What follows belongs to an exercise in optimizing a design on an open flow for small area; a production flow would make more cautious choices.
Where RTL was checked, it was by simulation tests only, not by an equivalence proof against the original.
Power and IR drop assume default switching activity.

the reference run:
// dual_wheel_incremental_pid_drive
module dual_wheel_incremental_pid_drive #(
	parameter int TICK_BITS = dwpid_pkg::TICK_BITS
) (
	input  logic                        clk,
	input  logic                        arst_n,
	input  logic                        psel,
	input  logic                        penable,
	input  logic                        pwrite,
	input  logic [4:0]                  paddr,
	input  logic [31:0]                 pwdata,
	output logic [31:0]                 prdata,
	output logic                        pready,
	input  logic                        in_valid,
	output logic                        in_stall,
	input  logic [2:0]                  cmd,
	input  logic signed [15:0]          speed,
	input  logic signed [TICK_BITS-1:0] left_ticks,
	input  logic signed [TICK_BITS-1:0] right_ticks,
	output logic                        out_valid,
	input  logic                        out_stall,
	output logic [15:0]                 left_duty,
  ...
For scale: ~1800 cells after synthesis, roughly 260 I/O pins, ~0.021 mm² of cells after synthesis.
Settings: LEC_CHECK=0, CAP_MARGIN=20, CORE_MARGIN=2, CORE_UTILIZATION=40, CTS_BUF_LIST=sky130_fd_sc_hd__clkbuf_16, CTS_CLUSTER_DIAMETER=120, CTS_CLUSTER_SIZE=24, SLEW_MARGIN=20; clock period 12.0 ns.
run.sh (not shown) runs the stock make flow with config.mk's settings and CLKGATE_MAP_FILE= SYNTH_SCRIPT=/design/flow/synth_recipe.tcl, a recipe that flattens the netlist after the stock synthesis.
Setup changes, the reference run to the trial run
-- flow/design.v --
<<< the reference run, line 84
	logic [16:0] e1_q, e2_q;
	logic tsign_nz, seen, c1, ovf_hi, e16_lo;
	logic ca, cu, cc, s1, s2, c_lat, ct, accs, c_a, c_b, sf;
	logic tsign, ovf, e16, hi, lo, qseen, mseen, fseen, oc, ec;
	assign tsign = tsign_nz;
>>> the trial run, line 84
	logic [16:0] e1_q, e2_q;
	logic tsign_nz, seen, c1, ovf_hi, e16_lo;
	logic ca, cu, cc, s2, ct, accs, c_a, c_b, sf;
	logic tsign, ovf, e16, hi, lo, qseen, mseen, fseen, oc, ec;
	assign tsign = tsign_nz;
<<< the reference run, line 107
	logic eb, e1b, e2b, sa, su, sc;
	assign eb  = q_q[0];
	logic wr_e;
	assign wr_e = c_pid & (sub == 2'd0) & ~ge17;
	assign e1b = ge17 ? s1 : (e1_q[0] & ~fresh_pid);
	assign e2b = ge17 ? s2 : (e2_q[0] & ~fresh_pid);
	assign sa  = eb ^ ~e1b ^ ca;
>>> the trial run, line 107
	logic eb, e1b, e2b, sa, su, sc;
	assign eb  = q_q[0];
	assign e1b = ge17 ? e2_q[16] : (e1_q[0] & ~fresh_pid);
	assign e2b = ge17 ? s2 : (e2_q[0] & ~fresh_pid);
	assign sa  = eb ^ ~e1b ^ ca;
<<< the reference run, line 120
		if (c_mul2) x = q_q[0];
		if (c_pid && !ge19) begin
			x = (sub == 2'd0) ? sa : (sub == 2'd1) ? eb : c_lat;
			xneg = (k == 6'd18);
		end
>>> the trial run, line 118
		if (c_mul2) x = q_q[0];
		if (c_pid && !ge19) begin
			x = (sub == 2'd0) ? sa : (sub == 2'd1) ? eb : sc;
			xneg = (k == 6'd18);
		end
<<< the reference run, line 176
	endfunction
	always_ff @(posedge clk) begin
		e1_q <= {wr_e ? eb : e1_q[0], e1_q[16:1]};
		e2_q <= {wr_e ? e1b : e2_q[0], e2_q[16:1]};
		if (od_en) od_q <= {od_s, od_q[31:1]};
		if (c_pid && step) begin
			if (!ge23) acc_q <= {tb, acc_q[22:1]};
		end
		if (c_clip) acc_q <= {f, acc_q[22:1]};
>>> the trial run, line 174
	endfunction
	always_ff @(posedge clk) begin
		if (od_en) od_q <= {od_s, od_q[31:1]};
		if (c_pid && step) begin
			if (!ge23) acc_q <= {tb, acc_q[22:1]};
			if (!ge17) begin
				e1_q <= {eb, e1_q[16:1]};
				e2_q <= {e1b, e2_q[16:1]};
			end
		end
		if (c_clip) acc_q <= {f, acc_q[22:1]};
<<< the reference run, line 187
		if (c_load || (c_pid && step && k == 6'd40) || (c_div1 && last))
			s_q <= '0;
		else if (div || (c_pid && !step)) s_q <= sum;
		else s_q <= sr | {12'd0, c_clip & g, 6'd0};
		if (c_load) q_q <= ticks;
		else if (c_neg) q_q <= {negbit, q_q[15:1]};
>>> the trial run, line 187
		if (c_load || (c_pid && step && k == 6'd40) || (c_div1 && last))
			s_q <= '0;
		else if (c_clip) s_q <= {1'b0, s_q[18:8], s_q[7] | g, s_q[6:1]};
		else if (div || (c_pid && !step)) s_q <= sum;
		else s_q <= sr;
		if (c_load) q_q <= ticks;
		else if (c_neg) q_q <= {negbit, q_q[15:1]};
<<< the reference run, line 222
			end
		end
		if (c_pid && sub == 2'd0 && !ge19) begin
			ca    <= maj(eb, ~e1b, ca);
			cu    <= maj(e1b, ~e2b, cu);
			cc    <= maj(sa, ~su, cc);
			c_lat <= sc;
			if (k == 6'd16) begin
				s1 <= e1b;
				s2 <= e2b;
			end
		end
		if (c_pid && step) begin
			ct  <= maj(accb, dd, ct);
			c_a <= maj(p_bit, ~tb, c_a);
			c_b <= maj(tb, p_bit, c_b);
			if (k == 6'd22) accs <= accb;
			if (k == 6'd40) begin
>>> the trial run, line 223
			end
		end
		if (c_pid && step) begin
			ca  <= maj(eb, ~e1b, ca);
			cu  <= maj(e1b, ~e2b, cu);
			cc  <= maj(sa, ~su, cc);
			ct  <= maj(accb, dd, ct);
			c_a <= maj(p_bit, ~tb, c_a);
			c_b <= maj(tb, p_bit, c_b);
			if (k == 6'd16) s2 <= e2b;
			if (k == 6'd22) accs <= accb;
			if (k == 6'd40) begin
<<< the reference run, line 316
	end
	typedef enum logic [3:0] {
		PH_IDLE, PH_NEG, PH_MUL1, PH_MEAS, PH_WAIT, PH_PID, PH_CLIP, PH_DIV1, PH_MUL2, PH_DIV2, PH_DONE
	} ph_t;
	ph_t        ph_q;
>>> the trial run, line 311
	end
	typedef enum logic [3:0] {
		PH_IDLE, PH_NEG, PH_MUL1, PH_MEAS, PH_PID, PH_CLIP, PH_DIV1, PH_MUL2, PH_DIV2, PH_DONE
	} ph_t;
	ph_t        ph_q;
<<< the reference run, line 322
	logic [1:0] sub_q;
	logic       out_valid_q;
	logic [4:0] r17_q;
	always_ff @(posedge clk or negedge arst_n) begin
		if (!arst_n) r17_q <= '0;
		else r17_q <= (r17_q == 5'd16) ? 5'd0 : r17_q + 5'd1;
	end
	logic       start, step, last, run;
	assign start = (ph_q == PH_IDLE) && in_valid && (!out_valid_q || !out_stall);
>>> the trial run, line 317
	logic [1:0] sub_q;
	logic       out_valid_q;
	logic       start, step, last, run;
	assign start = (ph_q == PH_IDLE) && in_valid && (!out_valid_q || !out_stall);
<<< the reference run, line 354
				PH_MUL1: if (k_q == 6'd23) begin ph_q <= PH_MEAS; k_q <= '0; end
				PH_MEAS: if (k_q == 6'd16) begin
					ph_q <= run ? PH_WAIT : PH_DONE;
					k_q  <= '0;
					sub_q <= '0;
				end
				PH_WAIT: begin
					k_q <= '0;
					if (r17_q == 5'd16) ph_q <= PH_PID;
				end
				PH_PID: begin
>>> the trial run, line 344
				PH_MUL1: if (k_q == 6'd23) begin ph_q <= PH_MEAS; k_q <= '0; end
				PH_MEAS: if (k_q == 6'd16) begin
					ph_q <= run ? PH_PID : PH_DONE;
					k_q  <= '0;
					sub_q <= '0;
				end
				PH_PID: begin
No stage failed in the reference run, and the final checks on the layout all came back clean. The trial run went all the way through the flow, and no timing, DRC or antenna check failed. The flip-flop and latch count of the trial run falls short of that of the reference run by about 2%. Setup slack: the trial run less than the reference run. On the trial run: netlist area before placement is 390 µm² higher than what the reference run gave. Against the reference run, the trial run reports a critical path depth that is higher. Peak supply drop in the trial run vs the reference run: up about 27%.


Another version of the RTL of dual_wheel_incremental_pid_drive (not shown whole).
For scale: roughly 1500 cells after synthesis, roughly 0.018 mm² of cells after synthesis.
clock: 12.0 ns
lec_check: 0
cap_margin: 20
core_margin: 2
core_utilization: 40
slew_margin: 20
standard.sh (not shown) runs the stock make flow with config.mk's settings and CLKGATE_MAP_FILE= SYNTH_SCRIPT=/design/flow/synth_recipe.tcl, a recipe that flattens the netlist after the stock synthesis.
==> flow/flow/run.sh <==
#!/bin/bash
# The standard layout (standard.sh) with three options changed:
#  - synthesis runs flow/my_synth.tcl: the standard synthesis script, except that the
#    technology mapping uses Yosys's own (area-oriented) ABC script instead of ORFS's
#    delay-oriented one; registers, their names and cell types are unchanged;
#  - the port buffers are the smallest buffer cell;
#  - clock tree synthesis uses clkbuf_16 leaf clusters of up to 24 sinks and no dummy loads.
# All tool output goes to standard.log here and to ORFS's per-step logs under orfs/logs.
set -euo pipefail
HERE=$(pwd)
export BUFFER_PORTS_ARGS="-buffer_cell sky130_fd_sc_hd__buf_1"
export CTS_ARGS="-sink_clustering_enable -repair_clock_nets -sink_clustering_size 24 -sink_clustering_max_diameter 120 -buf_list sky130_fd_sc_hd__clkbuf_16 -dont_use_dummy_load"
bash standard.sh SYNTH_SCRIPT="$HERE/flow/my_synth.tcl" finish > standard.log 2>&1
==> flow/flow/my_synth.tcl <==
proc synth {args} { yosys synth -nofsm -noshare {*}$args }
# Same as synth_recipe.tcl (the standard synthesis), with ABC called without the ORFS script,
# constraint file and delay target.
# Technology mapping with Yosys's own ABC script for liberty mapping (area oriented), in place of
# ORFS's delay-oriented script; the -liberty and -dont_use arguments are kept.
proc abc {args} {
  set keep {}
  set i 0
  while {$i < [llength $args]} {
    set a [lindex $args $i]
    if {$a eq "-liberty" || $a eq "-dont_use"} {
      lappend keep $a [lindex $args [expr {$i + 1}]]
      incr i 2
    } elseif {$a eq "-script" || $a eq "-constr" || $a eq "-D"} {
      incr i 2
    } else {
      lappend keep $a
      incr i
    }
  }
  yosys abc {*}$keep
}
source $::env(SCRIPTS_DIR)/synth.tcl
# left out here: clear keep_hierarchy, flatten, clean up, hide names made inside functions, write 1_2_yosys.v
Change:
--- a/flow/design.v
+++ b/flow/design.v
@@ -80,26 +80,27 @@
 	logic [15:0] q_q;
 	logic [15:0] sp_q;
 	logic [31:0] od_q;
 	logic [22:0] acc_q;
 	logic [16:0] e1_q, e2_q;
 	logic tsign_sf, seen, c1, ovf_hi, e16_lo;
-	logic ca, cu, cc, c_lat, ct, c_a, c_b;
-	logic tsign, ovf, e16, hi, lo, qseen, mseen, fseen, oc, ec, s1, s2, accs, sf;
+	logic ca, cu, cc, ct, c_a, c_b;
+	logic tsign, ovf, e16, hi, lo, qseen, mseen, fseen, oc, ec, s1, s2, accs, sf, c_lat;
 	assign tsign = tsign_sf;
 	assign sf    = tsign_sf;
 	assign ovf   = ovf_hi;
 	assign hi    = ovf_hi;
 	assign s1    = ovf_hi;
 	assign e16   = e16_lo;
 	assign lo    = e16_lo;
 	assign s2    = e16_lo;
 	assign accs  = c1;
 	assign qseen = seen;
 	assign mseen = seen;
 	assign fseen = seen;
+	assign c_lat = seen;    
 	assign oc    = c1;
 	assign ec    = c1;
 	logic k_lt16;
 	assign k_lt16 = (k[5:4] == 2'b00);
 	logic        div;
 	logic        x, xneg;
@@ -125,15 +126,17 @@
 		if (c_pid && !ge19) begin
 			x = (sub == 2'd0) ? sa : (sub == 2'd1) ? eb : c_lat;
 			xneg = (k == 6'd18);
 		end
 	end
 	logic b_en, b_inv;
-	assign b_en  = div | x;
+	logic div_add;
+	assign div_add = div & (k != 6'd0);
+	assign b_en  = div_add | x;
 	assign b_inv = div ? ~sneg : xneg;
-	assign a_in  = div ? {s_q[17:0], q_q[15]} : s_q;
+	assign a_in  = s_q;
 	assign b_in  = {{3{b_en & b_inv}}, {16{b_en}} & (km ^ {16{b_inv}})};
 	assign cin   = b_en & b_inv;
 	logic [19:0] cy;
 	assign cy[0] = cin;
 	for (genvar i = 0; i < 19; i++) begin : g_add
 		assign sum[i]  = a_in[i] ^ b_in[i] ^ cy[i];
@@ -190,13 +193,14 @@
 		end
 		if (c_clip) acc_q <= {f, acc_q[22:1]};
 	end
 	always_ff @(posedge clk) begin
 		if (c_load || (c_pid && step && k == 6'd40) || (c_div1 && last))
 			s_q <= '0;
-		else if (div || (c_pid && !step)) s_q <= sum;
+		else if (div) s_q <= {sum[17:0], q_q[15]};
+		else if (c_pid && !step) s_q <= sum;
 		else s_q <= sr | {12'd0, c_clip & g, 6'd0};
 		if (c_load) q_q <= ticks;
 		else if (div) q_q <= {q_q[14:0], ~sum[18]};
 		else if (q_shr) q_q <= {q_top, q_q[15:1]};
 		if (c_meas && k_lt16) sp_q <= {m, sp_q[15:1]};
 		if (c_load) begin
@@ -225,13 +229,13 @@
 			end
 		end
 		if (c_pid && sub == 2'd0 && !ge19) begin
 			ca    <= maj(eb, ~e1b, ca);
 			cu    <= maj(e1b, ~e2b, cu);
 			cc    <= maj(sa, ~su, cc);
-			c_lat <= sc;
+			seen  <= sc;
 			if (k == 6'd16) begin
 				ovf_hi <= e1b;
 				e16_lo <= e2b;
 			end
 		end
 		if (c_pid && step) begin
@@ -349,13 +353,15 @@
 	logic [5:0] psel_r;
 	for (genvar r = 0; r < 6; r++) begin : g_psel
 		assign psel_r[r] = (paddr[4:2] == 3'(r));
 	end
 	assign prdata = {16'd0, regsel(psel_r, rst_f, reg_raw, reg_rst)};
 	typedef enum logic [3:0] {
-		PH_IDLE, PH_NEG, PH_MUL1, PH_MEAS, PH_WAIT, PH_PID, PH_CLIP, PH_DIV1, PH_MUL2, PH_DIV2, PH_DONE
+		PH_IDLE = 4'd0, PH_NEG = 4'd1, PH_MEAS = 4'd2, PH_WAIT = 4'd3, PH_PID = 4'd4,
+		PH_CLIP = 4'd5, PH_DONE = 4'd6, PH_MUL1 = 4'd8, PH_MUL2 = 4'd9, PH_DIV1 = 4'd12,
+		PH_DIV2 = 4'd13
 	} ph_t;
 	ph_t        ph_q;
 	logic [5:0] k_q;
 	logic [1:0] sub_q;
 	logic       out_valid_q;
 	logic [4:0] r17_q;
@@ -369,13 +375,13 @@
 	logic ge17, ge18, ge19, ge23;
 	assign ge17 = k_q[5] | (k_q[4] & (|k_q[3:0]));
 	assign ge18 = k_q[5] | (k_q[4] & (|k_q[3:1]));
 	assign ge19 = k_q[5] | (k_q[4] & (k_q[3] | k_q[2] | (k_q[1] & k_q[0])));
 	assign ge23 = k_q[5] | (k_q[4] & (k_q[3] | (k_q[2] & k_q[1] & k_q[0])));
 	assign step  = (ph_q == PH_PID) ? (ge19 || (sub_q == 2'd2)) : 1'b1;
-	assign last  = (k_q == 6'd15);
+	assign last  = (k_q == 6'd16);
 	always_ff @(posedge clk or negedge arst_n) begin
 		if (!arst_n) begin
 			ph_q        <= PH_IDLE;
 			k_q         <= '0;
 			sub_q       <= '0;
 			out_valid_q <= 1'b0;
@@ -405,15 +411,15 @@
 					end else begin
 						sub_q <= '0;
 						if (k_q == 6'd40) begin ph_q <= PH_CLIP; k_q <= '0; end
 					end
 				end
 				PH_CLIP: if (k_q == 6'd22) begin ph_q <= PH_DIV1; k_q <= '0; end
-				PH_DIV1: if (k_q == 6'd15) begin ph_q <= PH_MUL2; k_q <= '0; end
+				PH_DIV1: if (k_q == 6'd16) begin ph_q <= PH_MUL2; k_q <= '0; end
 				PH_MUL2: if (k_q == 6'd15) begin ph_q <= PH_DIV2; k_q <= '0; end
-				PH_DIV2: if (k_q == 6'd15) begin ph_q <= PH_DONE; k_q <= '0; end
+				PH_DIV2: if (k_q == 6'd16) begin ph_q <= PH_DONE; k_q <= '0; end
 				PH_DONE: begin
 					ph_q        <= PH_IDLE;
 					out_valid_q <= 1'b1;
 				end
 				default: ph_q <= PH_IDLE;
 			endcase
After rerunning: Routed wire length went up slightly; synthesized area went down slightly; final area went down slightly; worst setup slack gets worse by 0.13 ns; hold slack is about the same; total power went up by a few percent; fmax went down slightly; non-clock buffer count went up by 1.
Only the layout flow was run in the first run of this note; the RTL was not checked for function there.

[port drivers added, routing unchanged]
No port has a modelled driver above. Below, the same layouts with a new extraction and two added sets of constraints. Step 1 sets driving cells, clkbuf_16 on the clock port and buf_2 on the other inputs (assumed; they add their load-dependent delay and slew). Step 2 adds t to the input delays and takes it off the output delays; t is the mean of the earliest and latest rising clock arrival at the registers after step 1. Input paths then give back, and output paths get back, about the clock's delay inside the block. a / b / c = ideal / step 1 / step 2; a / b = the first two.
| run | t (ns) | setup slack, ns | worst setup path at the end |
|---|---|---|---|
| the reference run | 0.617 | 0.703 / 0.703 / 0.703 | register to register |
| the trial run | 0.613 | 0.396 / 0.396 / 0.396 | register to register |
| the first run of note 2 | 0.587 | 0.819 / 0.819 / 0.819 | register to register |
| the second run of note 2 | 0.598 | 0.691 / 0.691 / 0.691 | register to register |
After both steps every run listed still meets setup and hold.
